This design comes from an exercise in tuning for small area on the open sky130 flow, not from production work. Where RTL was checked, it was by simulation tests only, not by an equivalence proof against the original. The flow treats the clock pin as an ideal source, which a real chip does not have. Power figures rest on the tool's default switching activity, not on a simulated workload.

## job 101
==> flow/design.v (excerpt) <==
module piano_top (
    input  logic       clk,
    input  logic       rst,
    input  logic       sck,
    input  logic       sdi,
    output logic       dclk,
    output logic       data,
    output logic       load,
    output logic       ldac,
    output logic [2:0] voice_active,
    output logic [2:0] voice_done
);
==> module spi_frame_rx, before the edit <==
module spi_frame_rx (
    input  logic        clk,
    input  logic        rst,
    input  logic        sck,
    input  logic        sdi,
    output logic [23:0] notes,        
    output logic [1:0]  note_count,
    output logic [1:0]  note_count_next,
    output logic [2:0]  strike        
);
    logic [1:0]  sck_sync;
    logic        sdi_sync;
    logic        sck_rise;
    logic [25:0] sh;
    logic [25:0] sh_n;       
    logic        locked;
    logic [4:0]  cnt;        
    logic        frame_end;    
    logic        frame_done;
    logic        match;
    assign sck_rise = sck_sync[0] & ~sck_sync[1];
    assign sh       = ~sh_n;
    assign match    = (cnt >= 5'd5) && (sh[25:15] == '0) && (sh[14:0] == '1) && sdi_sync;
    assign note_count_next = frame_done ? sh[25:24] : note_count;
    always_ff @(posedge clk)
    begin
        sck_sync[0] <= sck & ~rst;
        sck_sync[1] <= sck_sync[0];
        sdi_sync    <= sdi;
    end
    always_ff @(posedge clk)
    begin
        if (rst)
        begin
            sh_n       <= '0;
            locked     <= 1'b0;
            cnt        <= '0;
            frame_end  <= 1'b0;
            frame_done <= 1'b0;
        end
        else
        begin
            frame_done <= frame_end;
            frame_end  <= 1'b0;
            if (sck_rise)
            begin
                sh_n <= ~{sh[24:0], sdi_sync};
                if (!locked)
                begin
                    locked <= match;
                    if (match || sh[25])
                        cnt <= '0;
                    else if (cnt != 5'd5)
                        cnt <= cnt + 1'b1;
                end
                else
                begin
                    cnt        <= cnt + 1'b1;
                    frame_end <= (cnt == 5'd31);
                end
            end
        end
    end
    always_ff @(posedge clk)
    begin
        for (int i = 0; i < 3; i++)
            strike[i] <= frame_done && (sh[8*i +: 8] != notes[8*i +: 8]);
        if (rst)
        begin
            notes      <= '0;
            note_count <= '0;
        end
        else
        begin
            if (frame_done)
            begin
                notes      <= sh[23:0];
                note_count <= sh[25:24];
            end
        end
    end
endmodule
==> module envelope_gen, before the edit <==
module envelope_gen (
    input  logic       clk,
    input  logic       rst,
    input  logic [7:0] note,
    input  logic       strike,
    output logic [4:0] step,
    output logic       active,
    output logic       active_next,
    output logic       done
);
    logic [10:0] cnt;
    logic [10:0] cnt_n;      
    logic        nz;
    logic [4:0]  step_next;
    logic        step_end;
    assign nz       = |note;
    assign step_next = (~nz | strike) ? 5'd0 : (step_end & ~step[4]) ? step + 1'b1 : step;
    assign cnt      = ~cnt_n;
    assign step_end = (cnt == piano_pkg::STEP_LAST);
    assign done     = step[4];
    assign active_next = ~rst & nz & (strike | (active & ~(step_end & (step[3:0] == 4'hF))));
    always_ff @(posedge clk)
    begin
        active <= active_next;
        if (~nz | strike | step_end)    
            cnt_n <= '1;
        else
            cnt_n <= ~{cnt[9:0], ~(cnt[10] ^ cnt[8])};
        step <= step_next & {~rst, 4'b1111};
    end
endmodule
==> module dac_serializer, before the edit <==
module dac_serializer (
    input  logic       clk,
    input  logic       rst,
    input  logic [7:0] mix,
    output logic       capture,
    output logic       clear,
    output logic       run,
    output logic       divide,
    output logic       half,
    output logic       third,
    output logic [4:0] k,
    output logic       data,
    output logic       dclk,
    output logic       load,
    output logic       ldac
);
    logic [3:0] b;      
    logic [5:0] p;      
    logic       b_last;
    logic       late;   
    assign b_last = b[3] & b[2] & b[1];
    always_ff @(posedge clk)
    begin
        if (rst)
            b <= 4'd14;
        else if (b_last)
            b <= 4'd0;
        else if (p == 6'd39)
            b <= b + 1'b1;
    end
    always_ff @(posedge clk)
    begin
        if (b_last || p == 6'd39)
            p <= '0;
        else
            p <= p + 1'b1;
    end
    assign capture = ~rst & (b == 4'd13) & (p == 6'd38);
    assign clear   = b_last;
    assign run     = (b == 4'd0) && (p < 6'd24);
    assign k       = p[4:0];
    assign divide  = (b == 4'd0) && (p == 6'd24);
    assign half    = (b == 4'd0) && (p == 6'd26);
    assign third   = (b == 4'd0) && (p == 6'd27 || p == 6'd29 || p == 6'd31 || p == 6'd33);
    assign late = p >= 6'd7;
    assign dclk = (p < 6'd20) & ~(b[3] & b[2]);
    assign load = ~(b == 4'd12);
    assign ldac = ~(b == 4'd13);
    always_comb
    begin
        case (b)
            4'd4:    data = late & mix[7];
            4'd5:    data = late ? mix[6] : mix[7];
            4'd6:    data = late ? mix[5] : mix[6];
            4'd7:    data = late ? mix[4] : mix[5];
            4'd8:    data = late ? mix[3] : mix[4];
            4'd9:    data = late ? mix[2] : mix[3];
            4'd10:   data = late ? mix[1] : mix[2];
            4'd11:   data = late ? mix[0] : mix[1];
            default: data = 1'b0;
        endcase
    end
endmodule
export LEC_CHECK = 0
export CAP_MARGIN = 20
export CORE_MARGIN = 2
export CORE_UTILIZATION = 70
export PLACE_DENSITY = 0.85
export SLEW_MARGIN = 20
create_clock -name core_clock -period 10.0 [get_ports {clk}]
standard.sh (not shown) runs the stock make flow with config.mk's settings and CLKGATE_MAP_FILE= SYNTH_SCRIPT=/design/flow/synth_recipe.tcl, a recipe that flattens the netlist after the stock synthesis.
==> flow/flow/run.sh <==
#!/bin/bash
# Own layout flow: the standard flow (standard.sh), run in parts, with
# - the standard synthesis, whose combinational logic is then re-mapped for
#   area (flow/reopt.sh); the registers stay as the standard synthesis made
#   them,
# - ABC's buffers removed at floorplan, then every combinational cell put at
#   its smallest drive strength (flow/downsize.tcl); repair_design and
#   repair_timing size up again where needed,
# - the smallest buffer on each port,
# - a clock tree of small buffers without dummy loads, where a leaf buffer
#   whose flip-flops would see a clock slew near the limit is swapped for a
#   larger one (flow/fixclk.tcl).
# Each tool's output goes to a log file here.
set -e
export CTS_ARGS="-sink_clustering_enable -repair_clock_nets -buf_list sky130_fd_sc_hd__clkbuf_4 -dont_use_dummy_load"
export REMOVE_ABC_BUFFERS=1
export BUFFER_PORTS_ARGS="-buffer_cell sky130_fd_sc_hd__buf_1"
RES=$(pwd)/orfs/results/sky130hd/piano_top/base
bash standard.sh synth > standard_synth.log 2>&1
cp $RES/1_2_yosys.v standard_synth_netlist.v
bash flow/reopt.sh standard_synth_netlist.v $RES/1_2_yosys.v > reopt.log 2>&1
bash standard.sh floorplan > standard_floorplan.log 2>&1
RES_DIR=$RES openroad -no_init -exit flow/downsize.tcl > downsize.log 2>&1
bash standard.sh cts > standard_cts.log 2>&1
RES_DIR=$RES openroad -no_init -exit flow/fixclk.tcl > fixclk.log 2>&1
bash standard.sh > standard.log 2>&1
Other scripts of this flow, unchanged in this note and not shown: flow/flow/downsize.tcl, flow/flow/fixclk.tcl, flow/flow/reopt.sh
Setup changes, job 101 to job 102
diff --git a/flow/design.v b/flow/design.v
--- a/flow/design.v
+++ b/flow/design.v
@@ -21,14 +21,12 @@
     logic        sdi_sync;
     logic        sck_rise;
     logic [25:0] sh;
-    logic [25:0] sh_n;       
     logic        locked;
     logic [4:0]  cnt;        
     logic        frame_end;    
     logic        frame_done;
     logic        match;
     assign sck_rise = sck_sync[0] & ~sck_sync[1];
-    assign sh       = ~sh_n;
     assign match    = (cnt >= 5'd5) && (sh[25:15] == '0) && (sh[14:0] == '1) && sdi_sync;
     assign note_count_next = frame_done ? sh[25:24] : note_count;
     always_ff @(posedge clk)
@@ -41,7 +39,7 @@
     begin
         if (rst)
         begin
-            sh_n       <= '0;
+            sh         <= '1;
             locked     <= 1'b0;
             cnt        <= '0;
             frame_end  <= 1'b0;
@@ -53,7 +51,7 @@
             frame_end  <= 1'b0;
             if (sck_rise)
             begin
-                sh_n <= ~{sh[24:0], sdi_sync};
+                sh <= {sh[24:0], sdi_sync};
                 if (!locked)
                 begin
                     locked <= match;
@@ -72,15 +70,16 @@
     end
     always_ff @(posedge clk)
     begin
-        for (int i = 0; i < 3; i++)
-            strike[i] <= frame_done && (sh[8*i +: 8] != notes[8*i +: 8]);
         if (rst)
         begin
             notes      <= '0;
             note_count <= '0;
+            strike     <= '0;
         end
         else
         begin
+            for (int i = 0; i < 3; i++)
+                strike[i] <= frame_done && (sh[8*i +: 8] != notes[8*i +: 8]);
             if (frame_done)
             begin
                 notes      <= sh[23:0];
@@ -100,13 +99,11 @@
     output logic       done
 );
     logic [10:0] cnt;
-    logic [10:0] cnt_n;      
     logic        nz;
-    logic [4:0]  step_next;
+    logic        clr;
     logic        step_end;
     assign nz       = |note;
-    assign step_next = (~nz | strike) ? 5'd0 : (step_end & ~step[4]) ? step + 1'b1 : step;
-    assign cnt      = ~cnt_n;
+    assign clr      = rst | ~nz | strike;
     assign step_end = (cnt == piano_pkg::STEP_LAST);
     assign done     = step[4];
     assign active_next = ~rst & nz & (strike | (active & ~(step_end & (step[3:0] == 4'hF))));
@@ -114,10 +111,13 @@
     begin
         active <= active_next;
         if (~nz | strike | step_end)    
-            cnt_n <= '1;
+            cnt <= '0;
         else
-            cnt_n <= ~{cnt[9:0], ~(cnt[10] ^ cnt[8])};
-        step <= step_next & {~rst, 4'b1111};
+            cnt <= {cnt[9:0], ~(cnt[10] ^ cnt[8])};
+        if (clr)
+            step <= '0;
+        else if (step_end & ~step[4])
+            step <= step + 1'b1;
     end
 endmodule
 module voice_mixer (
@@ -217,17 +217,16 @@
     assign b_last = b[3] & b[2] & b[1];
     always_ff @(posedge clk)
     begin
-        if (rst)
-            b <= 4'd14;
-        else if (b_last)
-            b <= 4'd0;
+        if (rst | b_last)
+        begin
+            b <= rst ? 4'd14 : 4'd0;
+            p <= '0;
+        end
         else if (p == 6'd39)
-            b <= b + 1'b1;
-    end
-    always_ff @(posedge clk)
-    begin
-        if (b_last || p == 6'd39)
+        begin
             p <= '0;
+            b <= b + 1'b1;
+        end
         else
             p <= p + 1'b1;
     end
--- outcome ---
- Looking only at sequential share of cell area, and setting everything else aside, the lower value of job 101 and job 102 goes to job 102.
- met2 wire length of job 102 falls short of that of job 101 by a few percent.
- The peak ir drop on the vdd network in job 102 was lower than what job 101 gave.
- Per the comparison of job 102 with job 101, clock buffer and inverter area fraction after layout closely matched the old numbers, utilization decreased by 1.6 points relative to the old numbers.
- Sort job 101 and job 102 by initial core utilization desc -> top: job 101
- Per the comparison of job 102 with job 101, detailed-routed wire length on met3 fell about 6%; final cell count rose 17; instance area at placement rose 1.6%; number of buffers other than clock buffers in the final layout fell 3.
- Diff job 101 -> job 102 | clock power share | increase of 1.5 points
- Job 102 ends up with a count of inverters not on the clock network in the layout that is 14 higher than in job 101.
- Job 102 improves on job 101 in routed wire length.
Function not checked in job 101: the RTL went through the layout flow alone.

afterwards: timing with drivers on the ports:
The flow's constraints put no driver on any port. The routed layouts listed below were extracted and timed again, unchanged, in two steps. Step 1 assumes that a clkbuf_16 drives the clock port and a buf_2 every other input. Step 2 also shifts input and output timing later by t, the mid clock arrival at the registers, as if the neighbouring blocks saw the same clock. Three values: no drivers, after step 1, after step 2; two values: the first two.
run	t (ns)	setup slack, ns	slew at the worst register clock pin (ns)	worst slew at a driven data input, ns
job 101	0.595	4.097 / 4.097 / 4.097	0.11 / 0.11	0.03
job 102	0.615	4.711 / 4.711 / 4.505	0.11 / 0.11	0.03
After both steps setup and hold are still met in every run listed. The setup slack of job 102, which loses most, moves by 0.000 ns with the drivers and by -0.206 ns with both steps.
